Context: an optimization exercise on an open-source flow, tuned for small area, a short achievable clock period and few clock cycles per item. The choices shown serve that exercise and are no tape-out recipe.
At most, simulation tests tie the RTL to the original design; equivalence was not proved.
Power figures rest on the tool's default switching activity, not on a simulated workload.

==> flow/design.v <==
package filter_pkg;
  localparam int PIX_W = 12;
  localparam int WIN_W = 9 * PIX_W;
endpackage
module line_buffer #(
  parameter int DEPTH = 160,
  parameter int WIDTH = 12,
  parameter int TAPS  = 16
) (
  input  logic                        clk,
  input  logic [TAPS-1:0]             wr,
  input  logic [WIDTH-1:0]            wdata,
  output logic [TAPS*WIDTH-1:0]       rd0,
  output logic [TAPS*WIDTH-1:0]       rd1
);
  localparam int S = DEPTH / TAPS;
  logic [DEPTH*WIDTH-1:0] r0, r1;
  always_ff @(posedge clk) begin
    r0 <= {r0[(DEPTH-1)*WIDTH-1:0], r0[DEPTH*WIDTH-1 -: WIDTH]};
    r1 <= {r1[(DEPTH-1)*WIDTH-1:0], r1[DEPTH*WIDTH-1 -: WIDTH]};
    for (int k = 0; k < TAPS; k++) begin
      if (wr[k]) begin
        r0[k*S*WIDTH +: WIDTH] <= wdata;
        r1[k*S*WIDTH +: WIDTH] <= r0[((k*S + DEPTH - 1) % DEPTH)*WIDTH +: WIDTH];
      end
    end
  end
  always_comb begin
    for (int k = 0; k < TAPS; k++) begin
      rd0[k*WIDTH +: WIDTH] = r0[((k*S + DEPTH - 1) % DEPTH)*WIDTH +: WIDTH];
      rd1[k*WIDTH +: WIDTH] = r1[((k*S + DEPTH - 1) % DEPTH)*WIDTH +: WIDTH];
    end
  end
endmodule
module filter_window_scheduler #(
  parameter int IMG_W = 160,
  parameter int IMG_H = 120,
  parameter int TAPS  = 16
) (
  input  logic             clk,
  input  logic             reset,
  input  logic             sof,
  input  logic [filter_pkg::PIX_W-1:0] pix_in,
  input  logic             pix_valid,
  output logic             pix_ready,
  output logic [filter_pkg::WIN_W-1:0] win_data,
  output logic             win_valid,
  input  logic             win_ready,
  output logic             win_last,
  output logic             busy
);
  localparam int PIX_W = filter_pkg::PIX_W;
  localparam int S     = IMG_W / TAPS;
  localparam int XW    = $clog2(IMG_W);
  localparam int YW    = $clog2(IMG_H);
  localparam int SW    = (S > 1) ? $clog2(S) : 1;
  localparam int TW    = (TAPS > 1) ? $clog2(TAPS) : 1;
  localparam logic [XW-1:0] X_LAST = XW'(IMG_W - 1);
  localparam logic [YW-1:0] Y_LAST = YW'(IMG_H - 1);
  logic [XW-1:0] ix;
  logic [YW-1:0] iy;
  logic          taking;
  logic             sk_e, sk_v, sk_sof;
  logic [PIX_W-1:0] sk_pix;
  logic [XW-1:0] cx;
  logic [YW-1:0] cy;
  logic          em_act, em_own;
  logic [SW-1:0] sub;
  logic          sub0;    
  logic [TW-1:0] tk;
  logic [PIX_W-1:0] w00, w01, w02, w10, w11, w12, w20, w21, w22;
  logic [PIX_W-1:0] o0, o1, o2;
  logic need_align, out_free, src_pix, src_sof, visit, pix_visit, first, arm, abandon, emit;
  logic acc, to_skid, up_m, dn_m, last_win, ml, mr;
  logic taking_n, em_act_n, win_valid_n, win_last_n, sk_v_n, sk_sof_n;
  logic [TAPS-1:0] wr;
  logic [TAPS*PIX_W-1:0] rd0, rd1;
  logic [PIX_W-1:0] pix, col_t, col_m, col_b;
  assign sk_v       = !sk_e;
  assign pix_ready  = reset && sk_e;
  assign acc        = pix_valid && sk_e;
  assign need_align = taking || em_act;
  assign out_free   = !win_valid || win_ready;
  assign src_sof    = sk_v ? sk_sof : sof;
  assign pix        = sk_v ? sk_pix : pix_in;
  assign src_pix    = (sk_v || pix_valid) && (src_sof || taking);
  assign visit      = sub0 && out_free && (src_pix || (em_act && !taking));
  assign pix_visit  = visit && src_pix;
  assign to_skid    = acc && (sof || taking) && !visit;
  assign first      = pix_visit && src_sof;
  assign arm        = pix_visit && !src_sof && ix == '0 && iy == YW'(1);
  assign abandon    = first && taking && em_own;
  assign emit       = visit && em_act && !abandon;
  assign last_win   = cx == X_LAST && cy == Y_LAST;
  assign up_m = pix_visit && !src_sof && iy == YW'(1);
  assign dn_m = !(pix_visit && !src_sof && iy != '0);
  always_comb begin
    col_t = '0;
    col_m = '0;
    for (int k = 0; k < TAPS; k++) begin
      col_t = col_t | ((tk == TW'(k)) ? rd1[k*PIX_W +: PIX_W] : '0);
      col_m = col_m | ((tk == TW'(k)) ? rd0[k*PIX_W +: PIX_W] : '0);
    end
    col_t = up_m ? '0 : col_t;
    col_b = dn_m ? '0 : pix;
    for (int k = 0; k < TAPS; k++)
      wr[k] = visit && tk == TW'(k);
  end
  line_buffer #(.DEPTH(IMG_W), .WIDTH(PIX_W), .TAPS(TAPS)) u_lb (
    .clk(clk), .wr(wr), .wdata(pix), .rd0(rd0), .rd1(rd1));
  always_comb begin
    taking_n = taking;
    if (pix_visit) begin
      if (src_sof) taking_n = 1'b1;
      else if (ix == X_LAST && iy == Y_LAST) taking_n = 1'b0;
    end
    em_act_n = em_act;
    if (emit && last_win) em_act_n = 1'b0;
    if (abandon)          em_act_n = 1'b0;
    if (arm)              em_act_n = 1'b1;
    win_valid_n = emit ? 1'b1 : (win_ready ? 1'b0 : win_valid);
    win_last_n  = emit ? last_win : (win_ready ? 1'b0 : win_last);
    sk_v_n   = sk_v ? !visit : to_skid;
    sk_sof_n = sk_v ? sk_sof : sof;
  end
  assign ml = emit && cx == '0;
  assign mr = emit && cx == X_LAST;
  always_ff @(posedge clk) begin
    if (visit) begin
      w00 <= ml ? '0 : w01;  w01 <= w02;  w02 <= col_t;
      w10 <= ml ? '0 : w11;  w11 <= w12;  w12 <= col_m;
      w20 <= ml ? '0 : w21;  w21 <= w22;  w22 <= col_b;
      o0 <= mr ? '0 : col_t;
      o1 <= mr ? '0 : col_m;
      o2 <= mr ? '0 : col_b;
    end
    if (!sk_v) begin
      sk_pix <= pix_in;
      sk_sof <= sof;
    end
    win_last <= win_last_n;
    if (!need_align) begin
      sub <= '0;
    end else if (!visit) begin
      if (sub == SW'(S - 1)) begin
        sub <= '0;
        tk  <= (tk == TW'(TAPS - 1)) ? '0 : tk + 1'b1;
      end else begin
        sub <= sub + 1'b1;
      end
    end
    if (pix_visit) begin
      if (src_sof) begin
        ix <= XW'(1);
        iy <= '0;
      end else if (ix == X_LAST) begin
        ix <= '0;
        iy <= iy + 1'b1;
      end else begin
        ix <= ix + 1'b1;
      end
    end
    if (arm || abandon) begin
      cx <= '0;
      cy <= '0;
    end else if (emit) begin
      if (cx == X_LAST) begin
        cx <= '0;
        cy <= (cy == Y_LAST) ? '0 : cy + 1'b1;
      end else begin
        cx <= cx + 1'b1;
      end
    end
    if (first)    em_own <= 1'b0;
    else if (arm) em_own <= 1'b1;
  end
  always_ff @(posedge clk or negedge reset) begin
    if (!reset) begin
      taking    <= 1'b0;
      em_act    <= 1'b0;
      win_valid <= 1'b0;
      sk_e      <= 1'b1;
      sub0      <= 1'b1;
      busy      <= 1'b0;
    end else begin
      taking    <= taking_n;
      em_act    <= em_act_n;
      win_valid <= win_valid_n;
      sk_e      <= !sk_v_n;
      sub0      <= !need_align || visit || sub == SW'(S - 1);
      busy      <= taking_n || em_act_n || (win_valid_n && win_last_n) || (sk_v_n && sk_sof_n);
    end
  end
  assign win_data[107:96] = w11;
  assign win_data[95:84]  = w10;
  assign win_data[83:72]  = o1;
  assign win_data[71:60]  = w01;
  assign win_data[59:48]  = w21;
  assign win_data[47:36]  = w00;
  assign win_data[35:24]  = o0;
  assign win_data[23:12]  = w20;
  assign win_data[11:0]   = o2;
endmodule
Settings: LEC_CHECK=0, ABC_AREA=1, CAP_MARGIN=20, CORE_MARGIN=2, CORE_UTILIZATION=40, CTS_BUF_LIST=sky130_fd_sc_hd__clkbuf_16, CTS_CLUSTER_DIAMETER=60, CTS_CLUSTER_SIZE=32, SETUP_SLACK_MARGIN=4.1, SLEW_MARGIN=20; clock period 7.0 ns.
standard.sh (not shown) runs the stock make flow with config.mk's settings and CLKGATE_MAP_FILE= SYNTH_SCRIPT=/design/flow/synth_recipe.tcl, a recipe that flattens the netlist after the stock synthesis.
==> flow/flow/run.sh <==
#!/bin/bash
set -euo pipefail
export CTS_ARGS="-sink_clustering_enable -repair_clock_nets -sink_clustering_size 32 -sink_clustering_max_diameter 60 -buf_list sky130_fd_sc_hd__clkbuf_16 -dont_use_dummy_load"
export BUFFER_PORTS_ARGS="-buffer_cell sky130_fd_sc_hd__buf_2"
echo "CTS_ARGS=$CTS_ARGS" > standard.log
echo "BUFFER_PORTS_ARGS=$BUFFER_PORTS_ARGS" >> standard.log
bash standard.sh >> standard.log 2>&1
Testbench counts at the start, summed over its fixed seeds: cycles 308,496, items 307,200.
Rerun with:
CORE_UTILIZATION = 60   (was 40)
SETUP_SLACK_MARGIN = 3.9   (was 4.1)
Die area came out lower by about 33%.
Wire length goes down by 4.1%.
Total power goes down by about 0.9%.
Clock-buffer cell count fell by 3.
Register-to-register slack degrades by 220 ps.
Maximum frequency grows by about 0.5%.
Sequential power is about the same.
Rerun with:
CORE_UTILIZATION = 40   (was 60)
SETUP_SLACK_MARGIN = 4.0   (was 3.9)
After rerunning: The new run ran to the end with no violations; clock skew is higher by 53 ps; power is higher by 0.63%; register-to-register slack is better by 170 ps; worst setup slack is worse by 17 ps.
Rerun with:
ABC_AREA = unset   (was 1)
SETUP_SLACK_MARGIN = 3.9   (was 4.0)
Effect:
- The new run produced a clean layout
- worst setup slack gets worse by 14 ps
- final area stays flat
- clock power stays flat
- die area is about the same
- non-clock buffer count rises by 15
- utilization is about the same

* * *

Setup of job 101:
// filter_window_scheduler: RTL as listed in full above, without the edits since
==> flow/config.mk <==
export PLATFORM = sky130hd
export DESIGN_NAME = filter_window_scheduler
export DESIGN_NICKNAME = filter_window_scheduler
export VERILOG_FILES = /design/flow/design.v
export SDC_FILE = /design/flow/constraint.sdc
export NUM_CORES = 4
export LEC_CHECK = 0
export ABC_AREA = 1
export CAP_MARGIN = 20
export CORE_MARGIN = 2
export CORE_UTILIZATION = 40
export CTS_BUF_LIST = sky130_fd_sc_hd__clkbuf_16
export CTS_CLUSTER_DIAMETER = 60
export CTS_CLUSTER_SIZE = 32
export SETUP_SLACK_MARGIN = 3.8
export SLEW_MARGIN = 20
==> flow/constraint.sdc <==
create_clock -name core_clock -period 7.0 [get_ports {clk}]
set_input_delay 1.4000 -clock core_clock [delete_from_list [all_inputs] [get_ports {clk}]]
set_output_delay 1.4000 -clock core_clock [all_outputs]
set_load 0.01 [all_outputs]
Scripts as last shown in full above: flow/flow/run.sh
Testbench counts of job 101, summed over its fixed seeds: cycles 308,496, items 307,200.
Here is what was changed in the inputs of job 102 compared with job 101.
==> flow/run.sh (new file) <==
#!/bin/bash
# synth_recipe.tcl (not shown) runs the flow's synth.tcl, then flattens the netlist and writes it again
# the make line also repeats each setting of config.mk as NAME=value (left out here)
make -C /OpenROAD-flow-scripts/flow DESIGN_CONFIG=/design/flow/config.mk WORK_HOME=/design/flow/orfs CLKGATE_MAP_FILE= SYNTH_SCRIPT=/design/flow/synth_recipe.tcl finish
--- a/flow/config.mk
+++ b/flow/config.mk
@@ -6,5 +6,4 @@
 export NUM_CORES = 4
 export LEC_CHECK = 0
-export ABC_AREA = 1
 export CAP_MARGIN = 20
 export CORE_MARGIN = 2
@@ -13,4 +12,4 @@
 export CTS_CLUSTER_DIAMETER = 60
 export CTS_CLUSTER_SIZE = 32
-export SETUP_SLACK_MARGIN = 3.8
+export SETUP_SLACK_MARGIN = 3.9
 export SLEW_MARGIN = 20
removed: flow/flow/run.sh
removed: flow/standard.sh
--- outcome ---
- Job 102 has completed all stages; timing, DRC and antenna checks passed.
- Looking only at post-synthesis compound-gate area fraction, and setting everything else aside, the lower value of job 101 and job 102 goes to job 101.
- Job 102 vs job 101: routability congestion estimate from global placement down in job 102
- met1 layer wirelength in the final routing sits lower in job 102 than in job 101.
- Row share of the final layout cell area in sequential cells: job 102 lower / job 101 higher
- Number of design-rule violations left by the first detailed-router iteration of job 102 falls short of that of job 101 by more than 10%.
- Higher placement-stage cell area among job 101 and job 102: job 102
- Diff job 102..job 101 | number of failing hold endpoints at the final stage | unchanged
- Job 102 vs job 101, setup slack went down by 0.026 ns.
- [job 102] register-to-register slack fell 0.03 ns relative to job 101
- Job 101 was routed with more vias than job 102.
- Relative to job 101, the maximum frequency of job 102 is lower by 0.81%.
Modified inputs, job 103 compared to job 102
==> flow/flow/run.sh (new file) <==
#!/bin/bash
set -euo pipefail
export CTS_ARGS="-sink_clustering_enable -repair_clock_nets -sink_clustering_size 32 -sink_clustering_max_diameter 60 -buf_list sky130_fd_sc_hd__clkbuf_16 -dont_use_dummy_load"
export BUFFER_PORTS_ARGS="-buffer_cell sky130_fd_sc_hd__buf_2"
echo "CTS_ARGS=$CTS_ARGS" > standard.log
echo "BUFFER_PORTS_ARGS=$BUFFER_PORTS_ARGS" >> standard.log
bash standard.sh >> standard.log 2>&1
==> flow/standard.sh (new file) <==
#!/bin/bash
# synth_recipe.tcl (not shown) runs the flow's synth.tcl, then flattens the netlist and writes it again
# the make line also repeats each setting of config.mk as NAME=value (left out here)
make -C /OpenROAD-flow-scripts/flow DESIGN_CONFIG=/design/flow/config.mk WORK_HOME=/design/flow/orfs CLKGATE_MAP_FILE= SYNTH_SCRIPT=/design/flow/synth_recipe.tcl "${@:-finish}"
--- a/flow/config.mk
+++ b/flow/config.mk
@@ -6,4 +6,5 @@
 export NUM_CORES = 4
 export LEC_CHECK = 0
+export ABC_AREA = 1
 export CAP_MARGIN = 20
 export CORE_MARGIN = 2
removed: flow/run.sh
### Flow results
- Between job 103 and job 102, placer congestion estimate is lower for job 102, job 103 comes in above that.
- Internal power component (job 103 vs. job 102) increases by a few percent
- Standard cell core area delta (job 102 -> job 103): insignificant
- Job 103 vs. job 102: fraction of power consumed by sequential logic went up by 0.7 points.
- sky130_fd_sc_hd__and2_1 as the highest-delay cell along the critical path was reported by job 102, and sky130_fd_sc_hd__buf_12 by job 103.

* * *

filter_window_scheduler, a different RTL version from the one above (not shown whole).
For scale: roughly 4,800 cells after synthesis, about 130 I/O pins, about 0.087 mm^2 of cells after synthesis.
==> flow/config.mk <==
export PLATFORM = sky130hd
export DESIGN_NAME = filter_window_scheduler
export DESIGN_NICKNAME = filter_window_scheduler
export VERILOG_FILES = /design/flow/design.v
export SDC_FILE = /design/flow/constraint.sdc
export NUM_CORES = 4
export LEC_CHECK = 0
export CAP_MARGIN = 20
export CORE_MARGIN = 2
export CORE_UTILIZATION = 40
export CTS_BUF_LIST = sky130_fd_sc_hd__clkbuf_8
export CTS_CLUSTER_DIAMETER = 45
export CTS_CLUSTER_SIZE = 18
export SETUP_SLACK_MARGIN = 4.0
export SLEW_MARGIN = 20
==> flow/constraint.sdc <==
create_clock -name core_clock -period 7.0 [get_ports {clk}]
set_input_delay 1.4000 -clock core_clock [delete_from_list [all_inputs] [get_ports {clk}]]
set_output_delay 1.4000 -clock core_clock [all_outputs]
set_load 0.01 [all_outputs]
run.sh (not shown) runs the stock make flow with config.mk's settings and CLKGATE_MAP_FILE= SYNTH_SCRIPT=/design/flow/synth_recipe.tcl, a recipe that flattens the netlist after the stock synthesis.
Stock flow here: none of the scripts above is used.
Rerun with:
CTS_BUF_LIST = sky130_fd_sc_hd__clkbuf_16   (was sky130_fd_sc_hd__clkbuf_8)
CTS_CLUSTER_DIAMETER = 60   (was 45)
CTS_CLUSTER_SIZE = 32   (was 18)
=>
- The changed run finished clean
- first-iteration DRC count is higher by a little under a tenth
- wire length is lower slightly
- clock-buffer cell count is lower by 163
- core utilization stays flat
- setup slack improves by 0.18 ns
- area after synthesis does not change
- via count is lower by a few percent
- critical path depth stays the same
No run of this note included a check of the RTL's function; only the layout flow was run.

* * *

Another version of the RTL of filter_window_scheduler (not shown whole).
Size in the first run: roughly 4600 cells after synthesis, ~4000 flip-flops.
clock: 7.0 ns
lec_check: 0
cap_margin: 20
core_margin: 2
core_utilization: 40
cts_buf_list: sky130_fd_sc_hd__clkbuf_16
cts_cluster_diameter: 50
cts_cluster_size: 40
setup_slack_margin: 3.85
slew_margin: 20
Rerun with:
==> flow/flow/run.sh (new file) <==
#!/bin/bash
set -euo pipefail
export CTS_ARGS="-sink_clustering_enable -repair_clock_nets -sink_clustering_size 32 -sink_clustering_max_diameter 60 -buf_list sky130_fd_sc_hd__clkbuf_16 -dont_use_dummy_load"
echo "CTS_ARGS=$CTS_ARGS" > standard.log
bash standard.sh >> standard.log 2>&1
==> flow/standard.sh (new file) <==
#!/bin/bash
# synth_recipe.tcl (not shown) runs the flow's synth.tcl, then flattens the netlist and writes it again
# the make line also repeats each setting of config.mk as NAME=value (left out here)
make -C /OpenROAD-flow-scripts/flow DESIGN_CONFIG=/design/flow/config.mk WORK_HOME=/design/flow/orfs CLKGATE_MAP_FILE= SYNTH_SCRIPT=/design/flow/synth_recipe.tcl "${@:-finish}"
- CTS_CLUSTER_DIAMETER: 50 -> 60
- CTS_CLUSTER_SIZE: 40 -> 32
- SETUP_SLACK_MARGIN: 3.85 -> 3.9
removed: flow/run.sh
=> Routed wire length went down by 1.3%. Die area stays the same. Sequential power barely changes. Final area went down by 4.7%. Fmax went up by 0.45%. Clock skew went up by 0.012 ns. Critical path depth stays the same. Power went down by 13%. Worst setup slack gets better by 0.014 ns. Cell count went down by 3.1%.
Rerun with:
==> flow/run.sh (new file) <==
#!/bin/bash
# synth_recipe.tcl (not shown) runs the flow's synth.tcl, then flattens the netlist and writes it again
# the make line also repeats each setting of config.mk as NAME=value (left out here)
make -C /OpenROAD-flow-scripts/flow DESIGN_CONFIG=/design/flow/config.mk WORK_HOME=/design/flow/orfs CLKGATE_MAP_FILE= SYNTH_SCRIPT=/design/flow/synth_recipe.tcl finish
removed: flow/flow/run.sh
removed: flow/standard.sh
Outcome: Worst hold slack improves by 0.034 ns; global-route usage stays flat; synthesized area stays the same; fmax barely changes.
No run of this note included a check of the RTL's function; only the layout flow was run.

-- re-timing with driven ports --
Ports are ideal in the flow. The routed layouts listed here were re-timed in OpenROAD. Step 1 sets driving cells, clkbuf_16 on the clock port and buf_2 on the other inputs (assumed; they add their load-dependent delay and slew). Step 2 adds t to the input delays and takes it off the output delays; t is the mean of the earliest and latest rising clock arrival at the registers after step 1. Input paths then give back, and output paths get back, about the clock's delay inside the block. Three values: ideal, step 1, step 2; two values: the first two.
| run | shift t [ns] | slack for setup (ns) | worst setup path after step 2 |
|---|---|---|---|
| the first run of note 1 | 0.883 | 3.885 / 3.835 / 3.363 | input to register |
| the second run of note 1 | 0.863 | 3.899 / 3.864 / 3.157 | input to register |
| the third run of note 1 | 0.886 | 3.883 / 3.851 / 3.308 | input to register |
| the fourth run of note 1 | 0.874 | 3.869 / 3.820 / 3.299 | input to register |
| job 101 | 0.873 | 3.833 / 3.807 / 3.064 | input to register |
| job 102 | 0.897 | 3.807 / 3.772 / 3.085 | input to register |
| job 103 | 0.881 | 3.919 / 3.870 / 3.245 | input to register |
| the first run of note 3 | 1.071 | 3.503 / 3.427 / 2.992 | input to register |
| the second run of note 3 | 0.888 | 3.681 / 3.601 / 3.175 | input to register |
| the first run of note 4 | 0.935 | 3.786 / 3.723 / 2.915 | input to register |
| the second run of note 4 | 0.849 | 3.801 / 3.738 / 3.048 | input to register |
| the third run of note 4 | 0.894 | 3.801 / 3.738 / 2.963 | input to register |
After both steps every run listed still meets setup and hold. The setup slack of the first run of note 4, which loses most, moves by -0.063 ns with the drivers and by -0.871 ns with both steps.
